From an optimization exercise on the open Yosys and OpenROAD flow, aimed at small area, a short achievable clock period and few clock cycles per item; shortcuts taken in it are not production practice.
The RTL was checked by simulation tests, not by an equivalence proof against the original design.
Power and IR drop assume default switching activity.

==> config.mk <==
export PLATFORM = sky130hd
export DESIGN_NAME = rv_exec_core
export DESIGN_NICKNAME = rv_exec_core
export VERILOG_FILES = /design/flow/design.v
export SDC_FILE = /design/flow/constraint.sdc
export NUM_CORES = 4
export LEC_CHECK = 0
export CAP_MARGIN = 20
export CORE_MARGIN = 2
export CORE_UTILIZATION = 25
export PLACE_DENSITY = 0.45
export SLEW_MARGIN = 20
==> constraint.sdc <==
create_clock -name core_clock -period 7.0 [get_ports {clk}]
set_input_delay 1.4000 -clock core_clock [delete_from_list [all_inputs] [get_ports {clk}]]
set_output_delay 1.4000 -clock core_clock [all_outputs]
set_load 0.01 [all_outputs]
==> design.v <==
package rv_exec_pkg;
    localparam logic [6:0] OPC_OP    = 7'b0110011;
    localparam logic [6:0] OPC_OPIMM = 7'b0010011;
    localparam logic [2:0] F3_ADD  = 3'b000;
    localparam logic [2:0] F3_SLL  = 3'b001;
    localparam logic [2:0] F3_SLT  = 3'b010;
    localparam logic [2:0] F3_SLTU = 3'b011;
    localparam logic [2:0] F3_XOR  = 3'b100;
    localparam logic [2:0] F3_SR   = 3'b101;
    localparam logic [2:0] F3_OR   = 3'b110;
    localparam logic [2:0] F3_AND  = 3'b111;
endpackage
module rv_regfile #(
    parameter int unsigned XLEN  = 32,
    parameter int unsigned NREGS = 32
) (
    input  logic            clk,
    input  logic            reset_n,
    input  logic [4:0]      raddr1,
    input  logic [4:0]      raddr2,
    output logic [XLEN-1:0] rdata1,
    output logic [XLEN-1:0] rdata2,
    input  logic            we,
    input  logic [4:0]      waddr,
    input  logic [XLEN-1:0] wdata
);
    logic [NREGS-1:1]           vld;
    logic [NREGS-1:1][XLEN-1:0] regs;
    logic [NREGS-1:1]           wsel;
    for (genvar i = 1; i < int'(NREGS); i++) begin : g_reg
        assign wsel[i] = we && (waddr == 5'(i));
        always_ff @(posedge clk or negedge reset_n) begin
            if (!reset_n)     vld[i] <= 1'b0;
            else if (wsel[i]) vld[i] <= 1'b1;
        end
        always_ff @(posedge clk) begin
            if (wsel[i]) regs[i] <= wdata;
        end
    end
    always_comb begin
        rdata1 = '0;
        rdata2 = '0;
        for (int i = 1; i < int'(NREGS); i++) begin
            if (raddr1 == 5'(i) && vld[i]) rdata1 = rdata1 | regs[i];
            if (raddr2 == 5'(i) && vld[i]) rdata2 = rdata2 | regs[i];
        end
    end
endmodule
module rv_exec_core #(
    parameter int unsigned XLEN  = 32,
    parameter int unsigned NREGS = 32,
    parameter int unsigned CNT_W = 32
) (
    input  logic             clk,
    input  logic             reset_n,
    input  logic             instr_valid,
    input  logic [31:0]      instr,
    output logic             instr_ready,
    output logic             result_valid,
    output logic [XLEN-1:0]  result,
    output logic [4:0]       result_rd,
    output logic             illegal,
    output logic [CNT_W-1:0] retired
);
    logic        id_v;
    logic [31:0] id_ir;
    assign instr_ready = 1'b1;
    always_ff @(posedge clk or negedge reset_n) begin
        if (!reset_n) id_v <= 1'b0;
        else          id_v <= instr_valid;
    end
    always_ff @(posedge clk) id_ir <= instr;
    logic [6:0] opc, f7;
    logic [2:0] f3;
    logic [4:0] rs1, rs2, rd;
    logic       is_op, is_imm, ill;
    logic [XLEN-1:0] rf_r1, rf_r2, rs1_val, rs2_val, imm_ext;
    assign opc = id_ir[6:0];
    assign rd  = id_ir[11:7];
    assign f3  = id_ir[14:12];
    assign rs1 = id_ir[19:15];
    assign rs2 = id_ir[24:20];
    assign f7  = id_ir[31:25];
    assign imm_ext = {{(XLEN-12){id_ir[31]}}, id_ir[31:20]};
    assign is_op  = (opc == rv_exec_pkg::OPC_OP);
    assign is_imm = (opc == rv_exec_pkg::OPC_OPIMM);
    always_comb begin
        ill = 1'b1;
        if (is_op) begin
            ill = !(f7 == 7'h00 ||
                    (f7 == 7'h20 && (f3 == rv_exec_pkg::F3_ADD || f3 == rv_exec_pkg::F3_SR)));
        end else if (is_imm) begin
            if (f3 == rv_exec_pkg::F3_SLL)     ill = (f7 != 7'h00);
            else if (f3 == rv_exec_pkg::F3_SR) ill = !(f7 == 7'h00 || f7 == 7'h20);
            else                               ill = 1'b0;
        end
    end
    logic            wb_v, wb_ill;
    logic [4:0]      wb_rd;
    logic [XLEN-1:0] wb_res;
    logic            wb_we;
    assign wb_we = wb_v && !wb_ill && wb_rd != 5'd0;
    rv_regfile #(.XLEN(XLEN), .NREGS(NREGS)) u_regfile (
        .clk     (clk),
        .reset_n (reset_n),
        .raddr1  (rs1),
        .raddr2  (rs2),
        .rdata1  (rf_r1),
        .rdata2  (rf_r2),
        .we      (wb_we),
        .waddr   (wb_rd),
        .wdata   (wb_res)
    );
    assign rs1_val = (wb_we && wb_rd == rs1) ? wb_res : rf_r1;
    assign rs2_val = (wb_we && wb_rd == rs2) ? wb_res : rf_r2;
    logic            ex_v, ex_ill;
    logic [4:0]      ex_rd;
    logic [XLEN-1:0] ex_a, ex_b;
    logic            ex_fa, ex_fb;       
    logic            ex_sub;             
    logic            ex_sra;
    logic            s_add, s_sll, s_slt, s_sltu, s_xor, s_sr, s_or, s_and;
    logic            ex_wr;
    assign ex_wr = ex_v && !ex_ill && ex_rd != 5'd0;
    always_ff @(posedge clk or negedge reset_n) begin
        if (!reset_n) ex_v <= 1'b0;
        else          ex_v <= id_v;
    end
    always_ff @(posedge clk) begin
        ex_ill <= ill;
        ex_rd  <= rd;
        ex_a   <= rs1_val;
        ex_b   <= is_imm ? imm_ext : rs2_val;
        ex_fa  <= ex_wr && ex_rd == rs1;
        ex_fb  <= ex_wr && ex_rd == rs2 && !is_imm;
        ex_sub <= (is_op && f3 == rv_exec_pkg::F3_ADD && id_ir[30]) ||
                  f3 == rv_exec_pkg::F3_SLT || f3 == rv_exec_pkg::F3_SLTU;
        ex_sra <= id_ir[30];
        s_add  <= !ill && f3 == rv_exec_pkg::F3_ADD;
        s_sll  <= !ill && f3 == rv_exec_pkg::F3_SLL;
        s_slt  <= !ill && f3 == rv_exec_pkg::F3_SLT;
        s_sltu <= !ill && f3 == rv_exec_pkg::F3_SLTU;
        s_xor  <= !ill && f3 == rv_exec_pkg::F3_XOR;
        s_sr   <= !ill && f3 == rv_exec_pkg::F3_SR;
        s_or   <= !ill && f3 == rv_exec_pkg::F3_OR;
        s_and  <= !ill && f3 == rv_exec_pkg::F3_AND;
    end
    logic [XLEN-1:0] a, b, bx, sum, sll_r, sr_r, alu;
    logic [XLEN:0]   sum_c;
    logic [4:0]      sh;
    logic            lt_s, lt_u;
    assign a  = ex_fa ? wb_res : ex_a;
    assign b  = ex_fb ? wb_res : ex_b;
    assign sh = b[4:0];
    assign bx = b ^ {XLEN{ex_sub}};
    assign sum_c = {1'b0, a} + {1'b0, bx} + {{XLEN{1'b0}}, ex_sub};
    assign sum   = sum_c[XLEN-1:0];
    assign lt_u  = !sum_c[XLEN];
    assign lt_s  = (a[XLEN-1] ^ b[XLEN-1]) ? a[XLEN-1] : sum[XLEN-1];
    assign sll_r = a << sh;
    assign sr_r  = XLEN'($signed({ex_sra & a[XLEN-1], a}) >>> sh);
    assign alu = ({XLEN{s_add}} & sum)
               | ({XLEN{s_sll}} & sll_r)
               | ({XLEN{s_sr}}  & sr_r)
               | ({XLEN{s_xor}} & (a ^ b))
               | ({XLEN{s_or}}  & (a | b))
               | ({XLEN{s_and}} & (a & b))
               | {{(XLEN-1){1'b0}}, (s_slt & lt_s) | (s_sltu & lt_u)};
    always_ff @(posedge clk or negedge reset_n) begin
        if (!reset_n) begin
            wb_v   <= 1'b0;
            wb_ill <= 1'b0;
        end else begin
            wb_v   <= ex_v;
            wb_ill <= ex_v && ex_ill;
        end
    end
    always_ff @(posedge clk) begin
        wb_res <= alu;
        wb_rd  <= ex_rd;
    end
    assign result_valid = wb_v;
    assign result       = wb_res;
    assign result_rd    = wb_rd;
    assign illegal      = wb_ill;
    always_ff @(posedge clk or negedge reset_n) begin
        if (!reset_n)              retired <= '0;
        else if (wb_v && !wb_ill)  retired <= retired + CNT_W'(1);
    end
endmodule
==> run.sh <==
#!/bin/bash
# synth_recipe.tcl (not shown) runs the flow's synth.tcl, then flattens the netlist and writes it again
# the make line also repeats each setting of config.mk as NAME=value (left out here)
make -C /OpenROAD-flow-scripts/flow DESIGN_CONFIG=/design/flow/config.mk WORK_HOME=/design/flow/orfs CLKGATE_MAP_FILE= SYNTH_SCRIPT=/design/flow/synth_recipe.tcl finish
==> flow_metrics.tcl <==
set metrics [dict create \
    clk_pin_slew_ns 0.06 \
    max_slew_margin_pct 13.06 \
    p_clk_share_pct 45.7 \
    post-route-drc-count 0 \
    portBuffers 105 \
    syn_to_final_growth_pct 18.36 \
    swShare_pct 24.93 \
    setup_viol 0 \
    gp_congestion 0.9204 \
    hold_viol_final 0 \
    run_status "finished clean" \
    p_comb_share_pct 8.1 \
    p_per_area_nw_per_um2 260.2 \
    synth_most_common_cell "edfxtp_1" \
    core_sq_um 222300 \
    ys_ff_latch 1210 \
    start_util_pct 25.13 \
    dp_hpwl_mm 178.1 \
    p_switching_mw 4.289 \
    post_synth_num_cell_types 82 \
    grt_use_met1_pct 32.60 \
    ys_warn_count 2 \
    fin_cells 7479 \
    synthTopCellsByArea "edfxtp_1, dfxtp_1, a221oi_1" \
    tns_ns 0 \
    hp-start "id_ir[9]" \
    cp_max_fo 23 \
    synth-edff-count 992 \
    use_met3_pct 8.506 \
    ys_seq_area_share_pct 61.73 \
    final_layout_size_suffix_gt1_share_pct 13.72 \
    place_area_sq_um 61290 \
    wire_per_inst_microns 40.36 \
    p_leak_nw 21.68 \
    cts_root_buf "clkbuf_16" \
    cts_hold_buf 0 \
    clock_latency_ns 0.84 \
    grt_max_degree 68 \
    min_to "ex_rd[2]" \
    tritoncts "done" \
    grt.busiest_layer "met2" \
    post-route-period-util_pct 65.95 \
    yosysTopAreaCellShare_pct 53.32 \
    r2r_end "wb_res[24]" \
    drt_iter0_drc 9723 \
    row_count 173 \
    synth_common_cells "edfxtp_1, a221oi_1, a22o_1" \
    r2r_cells 12 \
    skew_ns 0.03586 \
    rsz0062_at_grt "false" \
    r2r_start "ex_fa" \
    vias_per_cell 6.299 \
    synth_ff_type "edfxtp_1" \
    final.min_clock_period_ns 4.617 \
    gr-total-overflow 0 \
    die-area_sq_um 227300 \
    synth_area_sq_um 55870 \
    worst_ir_drop_vdd_v 0.0001917 \
    grt.total_usage_pct 25.39 \
    cts_resized 0 \
    dp_cells 7219 \
    internal_power_mw 12.91 \
    end_kind "register" \
    tightest_slew_ns 1.294 \
    htreeDepth 4 \
    die_height_microns 476.7 \
    maxCapViolCount 0 \
    syn_nets 4439 \
    num-nets-final 4517 \
    ant_nets 0 \
    hold_path_class "register to register" \
    grt_pass1_wl_mm 398.9 \
    required_ns 7.70 \
    postCtsSetupBuffers 0 \
    vias 47108 \
    clockBufferDepth 3 \
    clock-sinks 1210 \
    antenna_found_initial 17 \
    io_pins 107 \
    synth_cells 4306 \
    regToRegSetupSlack_ns 2.38 \
    drt_pre_antenna_iters 10 \
    finish.utilization_pct 29.75 \
    critPathArrivalTime_ns 5.31 \
    die_w_microns 476.7 \
    cts_made_buffers 138 \
    postRouteWirelength_mm 301.8 \
    worst-setup-path-type "register to register" \
    design_area_sq_um 66130 \
    seqPwrFrac_pct 46.2 \
    async_flop_share_pct 5.537 \
    synth_area_leader_cell "edfxtp_1" \
    synth_area_per_cell_sq_um 12.97 \
    whs_path_depth 0 \
    slew_viol_final 0 \
    critPathLaunchType "register" \
    fmaxAchievable_ghz 0.2166 \
    grtUsageMet2_pct 37.56 \
    first_global_vias 44284 \
]
layer usage:
metal,part of all wire [%],wire [microns],vias up
li1,-,-,17748
met1,38,113400,23868
met2,43,128700,4403
met3,14,40770,1077
met4,6.2,18850,12
met5,0.034,103,-
worst max-delay path by stage:
stage	slack, ns	depth (start not counted)	startpoint	end
after CTS	2.40	12	ex_fa	wb_res[24]
after floorplan	2.85	15	wb_res[2]	wb_res[24]
after global routing	2.09	12	ex_fa	wb_res[24]
final	2.38	12	ex_fa	wb_res[24]
after global placement	2.42	15	wb_res[0]	wb_res[24]
after detailed placement	2.43	12	ex_fa	wb_res[24]
sequential cells by signal, summed over array words and instances, names as in the netlist, 5 cells and up:
signal          cells
u_regfile.vld      31
retired            32
wb_rd               5
id_ir              32
ex_a               32
u_regfile.regs    992
ex_rd               5
wb_res             32
ex_b               32
power groups by stage:
stage	logic, mW	clock network [mW]	registers [mW]
after detailed placement	1.33	0	8.08
final	1.40	7.87	7.94
after floorplan	0.770	0	8.03
after CTS	1.34	7.91	7.93
after global placement	1.33	0	8.09
after global routing	1.45	8.17	7.95
final cells by class:
class,count,area [sq um]
timing repair buffer,305,2785
multi-input combinational,2651,20010
tap,2975,3722
inverter,78,295.3
sequential,1210,34490
clock inverter,88,1155
antenna,6,15.01
clock buffer,166,3650
fill,22281,156200
critical path, cell delays in order, from the launching register on:
cell,delay [ns]
dfxtp_2,0.52
buf_4,0.46
mux2i_1,0.57
inv_1,0.17
ha_1,0.43
nand4_1,0.19
or3_1,0.39
a211oi_1,0.63
o21ai_1,0.17
a31oi_1,0.26
o21ai_0,0.13
mux2_2,0.28
a211o_1,0.26
cells by family (layout without fill, tap and decap cells):
kind of cell             after synthesis  after routing  synth area share, %
AO/OA/AOI/OAI                       1367           1367                19.50
XOR/XNOR                             102            102                1.599
adder cells (fa/ha/maj)               98             98                2.208
buffers and inverters                445            637                3.144
flip-flops                          1210           1210                61.73
multiplexers                         210            210                3.908
other                                  1              7             0.006712
AND/OR/NAND/NOR                      873            873                7.901
metrics by stage:
| stage | total power, mW | hold slack [ns] | setup slack (ns) |
|---|---|---|---|
| after floorplan | 8.799 | 0.3096 | 2.853 |
| after global placement | 9.420 | 0.3148 | 2.416 |
| after detailed placement | 9.415 | 0.3147 | 2.434 |
| after CTS | 17.18 | 0.3281 | 2.399 |
| after global routing | 17.57 | 0.3365 | 2.088 |
| final | 17.20 | 0.3149 | 2.383 |
cells in the final DEF (no fill, tap or decap), types with 56 or more instances in the layout:
cell type	Yosys	layout
dfxtp_1	151	146
nand4_1	125	125
o21ai_0	69	69
a222oi_1	64	64
a21oi_1	92	92
buf_4	6	184
clkbuf_16	0	139
inv_1	64	64
nand3_1	114	114
nand2_1	180	180
clkdlybuf4s50_1	0	104
nor2_1	175	144
a22o_1	308	308
edfxtp_1	992	992
ha_1	97	97
and3_2	0	56
dfrtp_1	67	67
mux2i_1	178	174
a221oi_1	313	313
xnor2_1	77	77
nor3_1	78	74
a22oi_1	295	295
Testbench counts, summed over its fixed seeds: cycles 12,024, items 12,000.

afterwards: timing with drivers on the ports:
How much do the figures lean on ideal ports? The routed layout below was timed once more, with nothing changed but the port constraints.
Step 1: set_driving_cell puts a clkbuf_16 on clk and a buf_2 on each other input, an assumption about the parent block.
Step 2 adds t to the input delays and takes it off the output delays; t is the mean of the earliest and latest rising clock arrival at the registers after step 1. Input paths then give back, and output paths get back, about the clock's delay inside the block.
a / b / c = ideal ports / drivers / drivers and shift; a / b = the first two.
shift t [ns]: 0.914
setup WS [ns]: 2.383 / 2.383 / 2.383
slew at the worst register clock pin (ns): 0.07 / 0.07
After both steps setup and hold are still met in this run. The setup slack of this run moves by 0.000 ns with the drivers and by 0.000 ns with both steps.
